What follows belongs to an exercise in optimizing a design on an open flow for small area; a production flow would make more cautious choices.
RTL that was checked went through simulation tests only; none was proved equivalent to the original.
For run 1, only the layout was checked, not whether the RTL still works.
Power figures rest on the tool's default switching activity, not on a simulated workload.

==> design/flow/design.v <==
package opfwd_pkg;
  localparam int NUM_REGS = 32;
  typedef logic [4:0]  reg_addr_t;   
  typedef logic [31:0] xlen_t;       
  typedef logic [1:0]  fwd_sel_t;    
  typedef logic [1:0]  op_t;         
  localparam fwd_sel_t FWD_NONE = 2'd0;   
  localparam fwd_sel_t FWD_E    = 2'd1;
  localparam fwd_sel_t FWD_M    = 2'd2;
  localparam fwd_sel_t FWD_W    = 2'd3;
  localparam op_t OP_ADD = 2'd0;
  localparam op_t OP_XOR = 2'd1;
  localparam op_t OP_LDI = 2'd2;   
  typedef struct packed {
    logic      valid;
    op_t       op;
    reg_addr_t rs1;
    reg_addr_t rs2;
    logic      use_rs1;
    logic      use_rs2;
    reg_addr_t rd;
    logic      writes_rd;
    xlen_t     imm;
  } issue_req_t;
  typedef struct packed {
    reg_addr_t addr;
    xlen_t     data;
  } fwd_port_t;
  typedef struct packed {
    logic      valid;
    reg_addr_t rd;
    xlen_t     data;
  } wb_port_t;
  typedef struct packed {
    logic      valid;
    op_t       op;
    reg_addr_t rd;
    logic      writes_rd;
    xlen_t     op1;
    xlen_t     op2;
    xlen_t     imm;
  } stage_t;
endpackage
`timescale 1ns/1ps
module opfwd_top (
  input  logic        clk,
  input  logic        arst_n,
  input  logic        req_valid,
  input  logic [1:0]  req_op,
  input  logic [4:0]  req_rs1,
  input  logic [4:0]  req_rs2,
  input  logic        req_use_rs1,
  input  logic        req_use_rs2,
  input  logic [4:0]  req_rd,
  input  logic        req_writes_rd,
  input  logic [31:0] req_imm,
  output logic        stall,
  output logic        retire_valid,
  output logic [4:0]  retire_rd,
  output logic [31:0] retire_data
);
  logic [31:0] regs [1:31];
  logic [31:1] written;
  logic [4:0]  ldi_rd;
  logic        accept;
  logic        e_valid;
  logic [4:0]  e_rs1, e_rs2;
  logic        e_xor, e_ldi;
  logic [4:0]  e_rd;        
  logic [31:0] e_imm;
  logic [31:1] sel1, sel2, we;
  logic [31:0] op1, op2, res;
  logic        m_valid, w_valid;
  logic [4:0]  m_rd, w_rd;
  logic [31:0] m_data, w_data;
  assign stall  = req_valid && (ldi_rd != 5'd0) &&
                  ((req_use_rs1 && (req_rs1 == ldi_rd)) ||
                   (req_use_rs2 && (req_rs2 == ldi_rd)));
  assign accept = req_valid && !stall;
  always_ff @(posedge clk) begin
    e_rs1 <= req_use_rs1 ? req_rs1 : 5'd0;
    e_rs2 <= req_use_rs2 ? req_rs2 : 5'd0;
    e_xor <= (req_op == 2'd1);
    e_ldi <= (req_op == 2'd2);
    e_rd  <= req_writes_rd ? req_rd : 5'd0;
    e_imm <= req_imm;
  end
  always_comb begin
    for (int i = 1; i < 32; i++) begin
      sel1[i] = (e_rs1 == i[4:0]) && written[i];
      sel2[i] = (e_rs2 == i[4:0]) && written[i];
      we[i]   = e_valid && (e_rd == i[4:0]);
    end
    op1 = '0;
    op2 = '0;
    for (int i = 1; i < 32; i++) begin
      op1 = op1 | (regs[i] & {32{sel1[i]}});
      op2 = op2 | (regs[i] & {32{sel2[i]}});
    end
  end
  always_comb begin
    if (e_ldi)      res = e_imm;
    else if (e_xor) res = op1 ^ op2;
    else            res = op1 + op2;
  end
  always_ff @(posedge clk) begin
    for (int i = 1; i < 32; i++) begin
      if (we[i]) regs[i] <= res;
    end
  end
  always_ff @(posedge clk or negedge arst_n) begin
    if (!arst_n) begin
      written <= '0;
      ldi_rd  <= '0;
      e_valid <= 1'b0;
      m_valid <= 1'b0;
      w_valid <= 1'b0;
    end else begin
      written <= written | we;
      ldi_rd  <= (accept && req_op == 2'd2 && req_writes_rd) ? req_rd : 5'd0;
      e_valid <= accept;
      m_valid <= e_valid;
      w_valid <= m_valid;
    end
  end
  always_ff @(posedge clk) begin
    m_rd   <= e_rd;
    m_data <= res;
    w_rd   <= m_rd;
    w_data <= m_data;
  end
  assign retire_valid = w_valid;
  assign retire_rd    = w_rd;
  assign retire_data  = w_data;
endmodule
==> design/flow/flow/run.sh <==
#!/bin/bash
# The standard layout (standard.sh: the standard flow's synthesis and ORFS flow) with a
# lighter clock tree (no dummy loads), single-drive port buffers and
# power recovery (downsizing of gates with positive slack) after global
# routing. make's output goes to flow_make.log; every ORFS step keeps its
# own log under orfs/logs.
set -euo pipefail
bash standard.sh \
  "CTS_ARGS=-sink_clustering_enable -repair_clock_nets -dont_use_dummy_load -buf_list sky130_fd_sc_hd__clkbuf_8" \
  "BUFFER_PORTS_ARGS=-buffer_cell sky130_fd_sc_hd__buf_1" \
  "RECOVER_POWER=100" \
  finish > flow_make.log 2>&1
==> design/flow/standard.sh <==
#!/bin/bash
# synth_recipe.tcl (not shown) runs the flow's synth.tcl, then flattens the netlist and writes it again
# the make line also repeats each setting of config.mk as NAME=value (left out here)
make -C /OpenROAD-flow-scripts/flow DESIGN_CONFIG=/design/flow/config.mk WORK_HOME=/design/flow/orfs CLKGATE_MAP_FILE= SYNTH_SCRIPT=/design/flow/synth_recipe.tcl "${@:-finish}"
==> design/flow/config.mk <==
export PLATFORM = sky130hd
export DESIGN_NAME = opfwd_top
export DESIGN_NICKNAME = opfwd_top
export VERILOG_FILES = /design/flow/design.v
export SDC_FILE = /design/flow/constraint.sdc
export NUM_CORES = 4
export LEC_CHECK = 0
export CAP_MARGIN = 0
export CORE_MARGIN = 2
export CORE_UTILIZATION = 50
export SLEW_MARGIN = 0
==> design/flow/constraint.sdc <==
create_clock -name core_clock -period 5.0 [get_ports {clk}]
set_input_delay 1.0000 -clock core_clock [delete_from_list [all_inputs] [get_ports {clk}]]
set_output_delay 1.0000 -clock core_clock [all_outputs]
set_load 0.01 [all_outputs]
==> flow_metrics.tcl, run 1 <==
set metrics [dict create \
    status "finished with violations" \
    so.violations "capacitance limit, slew limit, setup timing" \
    first_pass_iters 15 \
    nFillCells 7297 \
    gp_congestion 1.08 \
    fin_nets 3897 \
    p_clk_frac 0.316 \
    cts_buffer_depth 3 \
    final_common_cell "edfxtp_1" \
    synthesis.nets 3361 \
    finalSetupViolCount 50 \
    crit_slowest_cell "nor2_1" \
    root_buffer "clkbuf_8" \
    mostFrequentLayoutCells "992 x edfxtp_1, 500 x a22oi_1, 341 x buf_4" \
    maxCapViolCount 41 \
    cts_htree_levels 4 \
    min_path_type "input port to register" \
    power.total_uw 21000 \
    max_stage_delay_ps 2570 \
    p_switching_uw 5480 \
    ys_ff_latch 1154 \
    rsz0062_at_grt "yes" \
    multi_input_area_um2 14300 \
    slew_violations 869 \
    drt-vias-per-instance 8.02 \
    clkTransAtPathRegs_ps 60 \
    cp-start-kind "register" \
    critPathMaxFanout 18 \
    start_util 0.503 \
    cts_buffers 182 \
    fmax_ghz 0.196 \
    synth_edf_count 992 \
    p_comb_frac 0.135 \
    power_density_nw_per_um2 368 \
    grt_usage 0.483 \
    cts_sinks 1154 \
    drt_iter0_markers 10446 \
    synthFlopType "edfxtp_1" \
    grt_pass1_vias 39116 \
    grt_pass1_wl_um 320000 \
    max_slew_margin -1.89 \
    fin_cells 5084 \
    path_class "register to register" \
    swShare 0.260 \
    p_seq_frac 0.550 \
    drcViolationCount 0 \
    dp_hpwl_um 149000 \
    synth_cell_type_count 72 \
    async_flop_share 0.0338 \
    post-route-period-util 1.02 \
    worstMarginPinSlew_ps 4320 \
    syn_area_um2 47600 \
    hold_ws_ps 199 \
    coreArea_um2 94600 \
    netlist_instances 3274 \
    row_count 113 \
    worst_skew_pair.late_latency_ps 940 \
    yosys_warnings 2 \
    p_int_uw 15600 \
    dpl.cell_count 4886 \
    avgSynthCellArea_um2 14.5 \
    hold_viol 0 \
    yosysSeqAreaShare 0.698 \
    antenna_found_initial 7 \
    areaGrowthSynthToFinish_pct 20.1 \
    final.setup.tns_ps -1930 \
    die_h_um 312 \
    wl_per_cell_um 47.4 \
    cts_tree "built" \
    grt-ovfl-total 0 \
    layout_setup_ws_ps -113 \
    vdd_drop_max_mv 0.258 \
    final_antenna_net_count 0 \
    worstSetupEndpointType "register" \
    clock-skew-final_ps 88.5 \
    die_area_um2 97600 \
    fin_crit_ps 5110 \
    drive_above_1_share 0.243 \
    routed-via-count 40794 \
    regArea_um2 33200 \
    die_w_um 312 \
    p_leak_uw 0.0198 \
    wl_um 241000 \
    grt_max_degree 40 \
    io_pins 94 \
    cp_cell_sequence "nor2b_1, nand3_1, nor2_1, clkbuf_2" \
    crit_arrival_ps 5590 \
    hold_buffers 0 \
    worstPathRequired_ps 5480 \
    final_util 0.604 \
    io_buffers 93 \
]
==> layer usage <==
layer  GRT usage  wire [um]  up-vias
li1            -          -    14752
met1       0.616      79600    19660
met2       0.664      95800     5013
met3       0.231      45800     1361
met4       0.296      19500        8
met5           0        137        -
==> what timing repair did <==
action                                  CTS  global route
endpoints found under the setup margin  460           598
gates resized for setup                  47           132
hold endpoints to repair                  0             0
pin swaps                                 4            18
buffers inserted                          1             3
==> power by group through the flow <==
stage               registers [uW]  logic, uW  clock network [uW]
finish                       11600       2830                6640
global route                 11600       2900                7000
CTS                          11500       2600                6640
detailed placement           11700       2580                   0
global placement             11700       2540                   0
floorplan                    11700       1050                   0
==> cells in the mapped netlist (all sizes together) (4+ instances only) <==
cell,instances,share of area
edfxtp,992,0.63
a22oi,501,0.079
a221oi,189,0.035
a22o,188,0.035
clkbuf,185,0.015
nand3,177,0.019
dfxtp,123,0.052
nand2,98,0.0077
nand4,72,0.0095
nor2,71,0.0056
buf,63,0.0061
a222oi,60,0.013
and3,52,0.0069
nor3,50,0.0053
dfrtp,39,0.021
o21ai,38,0.0040
a21oi,35,0.0037
or4,32,0.0050
ha,31,0.0082
and2,28,0.0037
or2,28,0.0037
xor2,27,0.0050
a21o,22,0.0035
mux2,14,0.0033
nand2b,14,0.0018
xnor2,13,0.0024
nor2b,12,0.0016
inv,11,0.00087
nand3b,10,0.0016
and4,9,0.0018
a31oi,8,0.0011
a211oi,7,0.0011
nor4,7,0.0014
nor3b,6,0.00095
o211ai,6,0.00095
and4b,5,0.0011
nand4b,5,0.00092
a221o,4,0.00084
o31ai,4,0.00063
==> cell type report <==
cell class / count / area share
flip-flops and latches: 1154 / 0.582
diodes: 11 / 0.000482
multi-input cells: 1861 / 0.251
clock buffers: 182 / 0.0438
repair buffers: 600 / 0.0949
well taps: 1265 / 0.0277
inverters: 11 / 0.000723
==> critical path: cells and delay by family (launching register included) <==
kind	cells	cell delay [ps]
simple gates	3	3060
buf+inv	1	1150
flops	1	470
==> kinds of logic after synthesis <==
kind of cell             after synthesis  synth area share
XOR/XNOR                              40           0.00736
multiplexers                          15           0.00352
AND/OR/NAND/NOR                      683            0.0784
flip-flops                          1154             0.698
AO/OA/AOI/OAI                       1091             0.182
adder cells (fa/ha/maj)               32           0.00857
buffers and inverters                259            0.0215
==> worst paths after layout <==
| path | start | to | slack, ps | cells past startpoint |
|---|---|---|---|---|
| worst max register to register | e_valid | regs[15][16] | -110 | 4 |
| worst max-delay path | e_valid | regs[15][16] | -110 | 4 |
| min in group asynchronous | arst_n | written[5] | 820 | 1 |
| worst min register to register | m_data[30] | w_data[30] | 310 | 0 |
| max in group asynchronous | arst_n | written[20] | 2820 | 1 |
| worst min-delay path | req_imm[21] | e_imm[21] | 200 | 1 |
==> state kept, by name, summed over array words and instances, names as in the netlist, 31 cells and up <==
signal and flops:
regs 992, e_imm 32, m_data 32, w_data 32, written 31
==> metrics by stage <==
stage / cell area, um2 / setup WS (ps)
after global routing: 57100 / -41.0
after floorplan: 47600 / 74.6
after detailed placement: 54100 / -315
after CTS: 56700 / 0.790
final: 57100 / -113
after global placement: 54100 / -301
==> inputs of run 2 (changes only) <==
--- a/design/flow/design.v
+++ b/design/flow/design.v
@@ -64,72 +64,61 @@
   logic [4:0]  ldi_rd;
   logic        accept;
-  logic        e_valid;
-  logic [4:0]  e_rs1, e_rs2;
-  logic        e_xor, e_ldi;
-  logic [4:0]  e_rd;        
-  logic [31:0] e_imm;
-  logic [31:1] sel1, sel2, we;
+  logic        wen;
   logic [31:0] op1, op2, res;
-  logic        m_valid, w_valid;
-  logic [4:0]  m_rd, w_rd;
-  logic [31:0] m_data, w_data;
+  logic        s1_valid, s2_valid, s3_valid;
+  logic [4:0]  s1_rd, s2_rd, s3_rd;
+  logic [31:0] s1_data, s2_data, s3_data;
   assign stall  = req_valid && (ldi_rd != 5'd0) &&
                   ((req_use_rs1 && (req_rs1 == ldi_rd)) ||
                    (req_use_rs2 && (req_rs2 == ldi_rd)));
   assign accept = req_valid && !stall;
-  always_ff @(posedge clk) begin
-    e_rs1 <= req_use_rs1 ? req_rs1 : 5'd0;
-    e_rs2 <= req_use_rs2 ? req_rs2 : 5'd0;
-    e_xor <= (req_op == 2'd1);
-    e_ldi <= (req_op == 2'd2);
-    e_rd  <= req_writes_rd ? req_rd : 5'd0;
-    e_imm <= req_imm;
-  end
+  assign wen    = accept && req_writes_rd && (req_rd != 5'd0);
   always_comb begin
-    for (int i = 1; i < 32; i++) begin
-      sel1[i] = (e_rs1 == i[4:0]) && written[i];
-      sel2[i] = (e_rs2 == i[4:0]) && written[i];
-      we[i]   = e_valid && (e_rd == i[4:0]);
-    end
     op1 = '0;
     op2 = '0;
     for (int i = 1; i < 32; i++) begin
-      op1 = op1 | (regs[i] & {32{sel1[i]}});
-      op2 = op2 | (regs[i] & {32{sel2[i]}});
+      if (req_rs1 == i[4:0] && written[i]) op1 = regs[i];
+      if (req_rs2 == i[4:0] && written[i]) op2 = regs[i];
     end
   end
   always_comb begin
-    if (e_ldi)      res = e_imm;
-    else if (e_xor) res = op1 ^ op2;
-    else            res = op1 + op2;
+    case (req_op)
+      2'd1:    res = op1 ^ op2;
+      2'd2:    res = req_imm;
+      default: res = op1 + op2;
+    endcase
   end
   always_ff @(posedge clk) begin
     for (int i = 1; i < 32; i++) begin
-      if (we[i]) regs[i] <= res;
+      if (wen && req_rd == i[4:0]) regs[i] <= res;
     end
   end
   always_ff @(posedge clk or negedge arst_n) begin
     if (!arst_n) begin
-      written <= '0;
-      ldi_rd  <= '0;
-      e_valid <= 1'b0;
-      m_valid <= 1'b0;
-      w_valid <= 1'b0;
+      written  <= '0;
+      ldi_rd   <= '0;
+      s1_valid <= 1'b0;
+      s2_valid <= 1'b0;
+      s3_valid <= 1'b0;
     end else begin
-      written <= written | we;
-      ldi_rd  <= (accept && req_op == 2'd2 && req_writes_rd) ? req_rd : 5'd0;
-      e_valid <= accept;
-      m_valid <= e_valid;
-      w_valid <= m_valid;
+      for (int i = 1; i < 32; i++) begin
+        if (wen && req_rd == i[4:0]) written[i] <= 1'b1;
+      end
+      ldi_rd   <= (accept && req_op == 2'd2 && req_writes_rd) ? req_rd : 5'd0;
+      s1_valid <= accept;
+      s2_valid <= s1_valid;
+      s3_valid <= s2_valid;
     end
   end
   always_ff @(posedge clk) begin
-    m_rd   <= e_rd;
-    m_data <= res;
-    w_rd   <= m_rd;
-    w_data <= m_data;
+    s1_rd   <= req_writes_rd ? req_rd : 5'd0;
+    s1_data <= res;
+    s2_rd   <= s1_rd;
+    s2_data <= s1_data;
+    s3_rd   <= s2_rd;
+    s3_data <= s2_data;
   end
-  assign retire_valid = w_valid;
-  assign retire_rd    = w_rd;
-  assign retire_data  = w_data;
+  assign retire_valid = s3_valid;
+  assign retire_rd    = s3_rd;
+  assign retire_data  = s3_data;
 endmodule
==> design/flow/run.sh (new file) <==
#!/bin/bash
# synth_recipe.tcl (not shown) runs the flow's synth.tcl, then flattens the netlist and writes it again
# the make line also repeats each setting of config.mk as NAME=value (left out here)
make -C /OpenROAD-flow-scripts/flow DESIGN_CONFIG=/design/flow/config.mk WORK_HOME=/design/flow/orfs CLKGATE_MAP_FILE= SYNTH_SCRIPT=/design/flow/synth_recipe.tcl finish
--- a/design/flow/config.mk
+++ b/design/flow/config.mk
@@ -6,6 +6,6 @@
 export NUM_CORES = 4
 export LEC_CHECK = 0
-export CAP_MARGIN = 0
+export CAP_MARGIN = 20
 export CORE_MARGIN = 2
-export CORE_UTILIZATION = 50
-export SLEW_MARGIN = 0
+export CORE_UTILIZATION = 40
+export SLEW_MARGIN = 20
removed: design/flow/flow/run.sh
removed: design/flow/standard.sh
==> run 2 against run 1 <==
  * The layout fails its checks (setup timing)
  * Cell count up 14%
  * Non-clock buffer count up 340
  * Critical endpoint is now regs[31][31]
  * Via count up 2.6%
  * Total power up 18%
  * Setup slack worse by 1000 ps
  * Core utilization down 7.0 points
  * Highest routed layer unchanged
==> flow_metrics.tcl, run 2 <==
set metrics [dict create \
    status "finished with violations" \
    so.violations "setup timing" \
    die_w_um 349 \
    dpl.cell_count 5547 \
    maxCapViolCount 0 \
    p_clk_frac 0.400 \
    synth_cell_type_count 77 \
    die_area_um2 122000 \
    slew_violations 0 \
    grt_max_degree 40 \
    grt-ovfl-total 0 \
    io_buffers 93 \
    synthesis.nets 3470 \
    p_seq_frac 0.458 \
    yosys_warnings 2 \
    row_count 126 \
    synthFlopType "edfxtp_1" \
    synthMostInstantiatedCell "edfxtp_1" \
    nFillCells 9833 \
    grtUsageMet3 0.156 \
    p_comb_frac 0.143 \
    worstSetupEndpointType "register" \
    vdd_drop_max_mv 0.306 \
    critPathMaxFanout 8 \
    drt_iter0_markers 9440 \
    syn_area_um2 47700 \
    p_int_uw 18400 \
    startpoint "req_rs1[3]" \
    yosysSeqAreaShare 0.691 \
    fin_nets 4260 \
    p_switching_uw 6370 \
    reg2reg_slack_ps -800 \
    final_antenna_net_count 0 \
    routed-via-count 41846 \
    final_util 0.534 \
    regArea_um2 33000 \
    rsz0062_at_grt "yes" \
    crit_arrival_ps 6730 \
    synthTopCellsByArea "edfxtp_1 62%, a22oi_1 5.7%, dfxtp_1 4.7%" \
    fin_cells 5814 \
    min_path_type "input port to asynchronous set/reset pin" \
    cts_buffer_depth 3 \
    ys_ff_latch 1142 \
    coreArea_um2 118000 \
    power_density_nw_per_um2 392 \
    finalSetupViolCount 732 \
    cts_htree_levels 3 \
    yosys-top-cells-count "992 x edfxtp_1, 365 x a22oi_1, 218 x clkbuf_1" \
    p_leak_uw 0.0228 \
    worstPathRequired_ps 5600 \
    cts_buffers 121 \
    clock-skew-final_ps 32.9 \
    crit_path_end "regs[31][31]" \
    drcViolationCount 0 \
    max_slew_margin 0.424 \
    io_pins 94 \
    wl_um 257000 \
    areaGrowthSynthToFinish_pct 32.4 \
    worstMarginPinSlew_ps 862 \
    yosysTopAreaCellShare 0.624 \
    first_pass_iters 13 \
    swShare 0.258 \
    cp-start-kind "input port" \
    grt_pass1_wl_um 340000 \
    mostFrequentLayoutCells "992 x edfxtp_1, 693 x buf_4, 363 x a22oi_1" \
    hold_viol 0 \
    path_class "input port to register" \
    cts_tree "built" \
    worst_skew_pair.late_latency_ps 760 \
    yosys.area.top_type "edfxtp_1" \
    wl_per_cell_um 44.3 \
    fmax_ghz 0.163 \
    reg2reg_depth 25 \
    root_buffer "clkbuf_16" \
    cp_common_cell "buf_4" \
    largest_reg_flops 992 \
    power.total_uw 24700 \
    start_util 0.404 \
    reg2reg_to "regs[31][31]" \
    final_common_cell "edfxtp_1" \
    grt_pass1_vias 39295 \
    multi_input_area_um2 14700 \
    drt-vias-per-instance 7.20 \
    antenna_found_initial 14 \
    regMostFlops "regs" \
    gp_congestion 1.05 \
    netlist_instances 3381 \
    die_h_um 349 \
    met2_usage 0.592 \
    place_area_um2 57700 \
    use_met1 0.525 \
    r2r_start "written[4]" \
    cts_sinks 1142 \
    layout_setup_ws_ps -1130 \
    clkTransAtPathRegs_ps 70 \
    gr-max-usage-layer "met2" \
    drive_above_1_share 0.310 \
    max_stage_delay_ps 450 \
    avgSynthCellArea_um2 14.1 \
    final_area_um2 63200 \
    crit_slowest_cell "a211oi_2" \
    synth_edf_count 992 \
    fin_crit_ps 6130 \
    grt_usage 0.411 \
    hold_ws_ps 152 \
    async_flop_share 0.0342 \
    dp_hpwl_um 173000 \
    post-route-period-util 1.23 \
]
-- run 2: cell types whose count changed after synthesis, sizes merged, moves of 44 or more --
cell	before	now
a21oi	35	119
a22oi	501	365
nand3	177	92
nand4	72	122
nor2	71	116
o22ai	3	47
-- run 2: cell families (layout without fill, tap and decap cells) --
kind of cell / Yosys count / count (layout) / synth area share
adder cells (fa/ha/maj): 34 / 34 / 0.00907
AO/OA/AOI/OAI: 1209 / 1210 / 0.196
multiplexers: 7 / 7 / 0.00149
XOR/XNOR: 14 / 14 / 0.00257
other: 0 / 2 / 0
flip-flops: 1142 / 1142 / 0.691
buffers and inverters: 305 / 1199 / 0.0259
AND/OR/NAND/NOR: 670 / 670 / 0.0741
-- run 2: power groups by stage --
stage	clock [uW]	combinational (uW)	sequential (uW)
2_1_floorplan	0	1110	11500
3_3_place_gp	0	3060	11500
3_5_place_dp	0	3080	11500
4_1_cts	9910	3190	11300
5_1_grt	10300	3620	11300
6_report	9890	3530	11300
-- run 2: critical path: cells and delay by family --
kind / cells / cell delay (ps)
simple gates: 7 / 1100
compound gates: 10 / 2680
fa+ha+maj: 1 / 230
buf+inv: 9 / 1690
-- run 2: repair_timing --
action | in CTS | in global routing
pin swaps | 34 | 63
setup buffers | 12 | 16
setup endpoints to repair | 927 | 856
gates resized for setup | 113 | 87
hold buffers | 0 | 0
gates cloned | 3 | 8
-- run 2: metrics by stage --
step	setup TNS, ps	worst slack [ps]
2_1_floorplan	-281160	-879
3_3_place_gp	-1812070	-3020
3_5_place_dp	-1788590	-2920
4_1_cts	-378690	-1040
5_1_grt	-459510	-1240
6_report	-380840	-1130
-- run 2: layout make-up --
type | instances | area share
antenna | 2 | 0.0000792
clock inverter | 89 | 0.0167
timing repair buffer | 940 | 0.143
multi-input combinational | 1935 | 0.233
tap | 1536 | 0.0304
sequential | 1142 | 0.522
inverter | 31 | 0.00184
clock buffer | 139 | 0.0522
-- run 2: worst min-delay path by stage --
stage                   to  slack (ps)  depth (start not counted)
6_report        written[2]         150                          1
5_1_grt         written[2]         180                          1
4_1_cts         s3_data[3]         320                          0
3_5_place_dp   s2_data[25]         310                          0
3_3_place_gp      s2_rd[4]         310                          0
2_1_floorplan   s2_data[0]         310                          0
-- run 2: metal layers --
metal	wire [um]	share of wire	up-vias
met1	89300	0.35	20480
met2	106000	0.41	4378
met3	42200	0.16	1136
met5	113	0.00044	-
li1	-	-	15834
met4	20100	0.078	18

[separate check: timing with driven ports]
The flow's constraints put no driver on any port. The routed layouts listed below were extracted and timed again, unchanged, in two steps. Step 1 sets driving cells, clkbuf_16 on the clock port and buf_2 on the other inputs (assumed; they add their load-dependent delay and slew). Step 2 times the ports against the registers' clock, not the clock port: input delays grow and output delays shrink by t, the midpoint of the rising clock arrivals with the driver on. a / b / c = ideal / step 1 / step 2; a / b = the first two.
| run | shift t [ns] | setup slack, ns | slew at the worst register clock pin (ns) |
|---|---|---|---|
| run 1 | 0.958 | -0.113 / -0.113 / -0.113 | 0.07 / 0.07 |
| run 2 | 0.829 | -1.127 / -1.060 / -1.889 | 0.07 / 0.07 |
The setup slack of run 2, which loses most, moves by +0.067 ns with the drivers and by -0.762 ns with both steps.
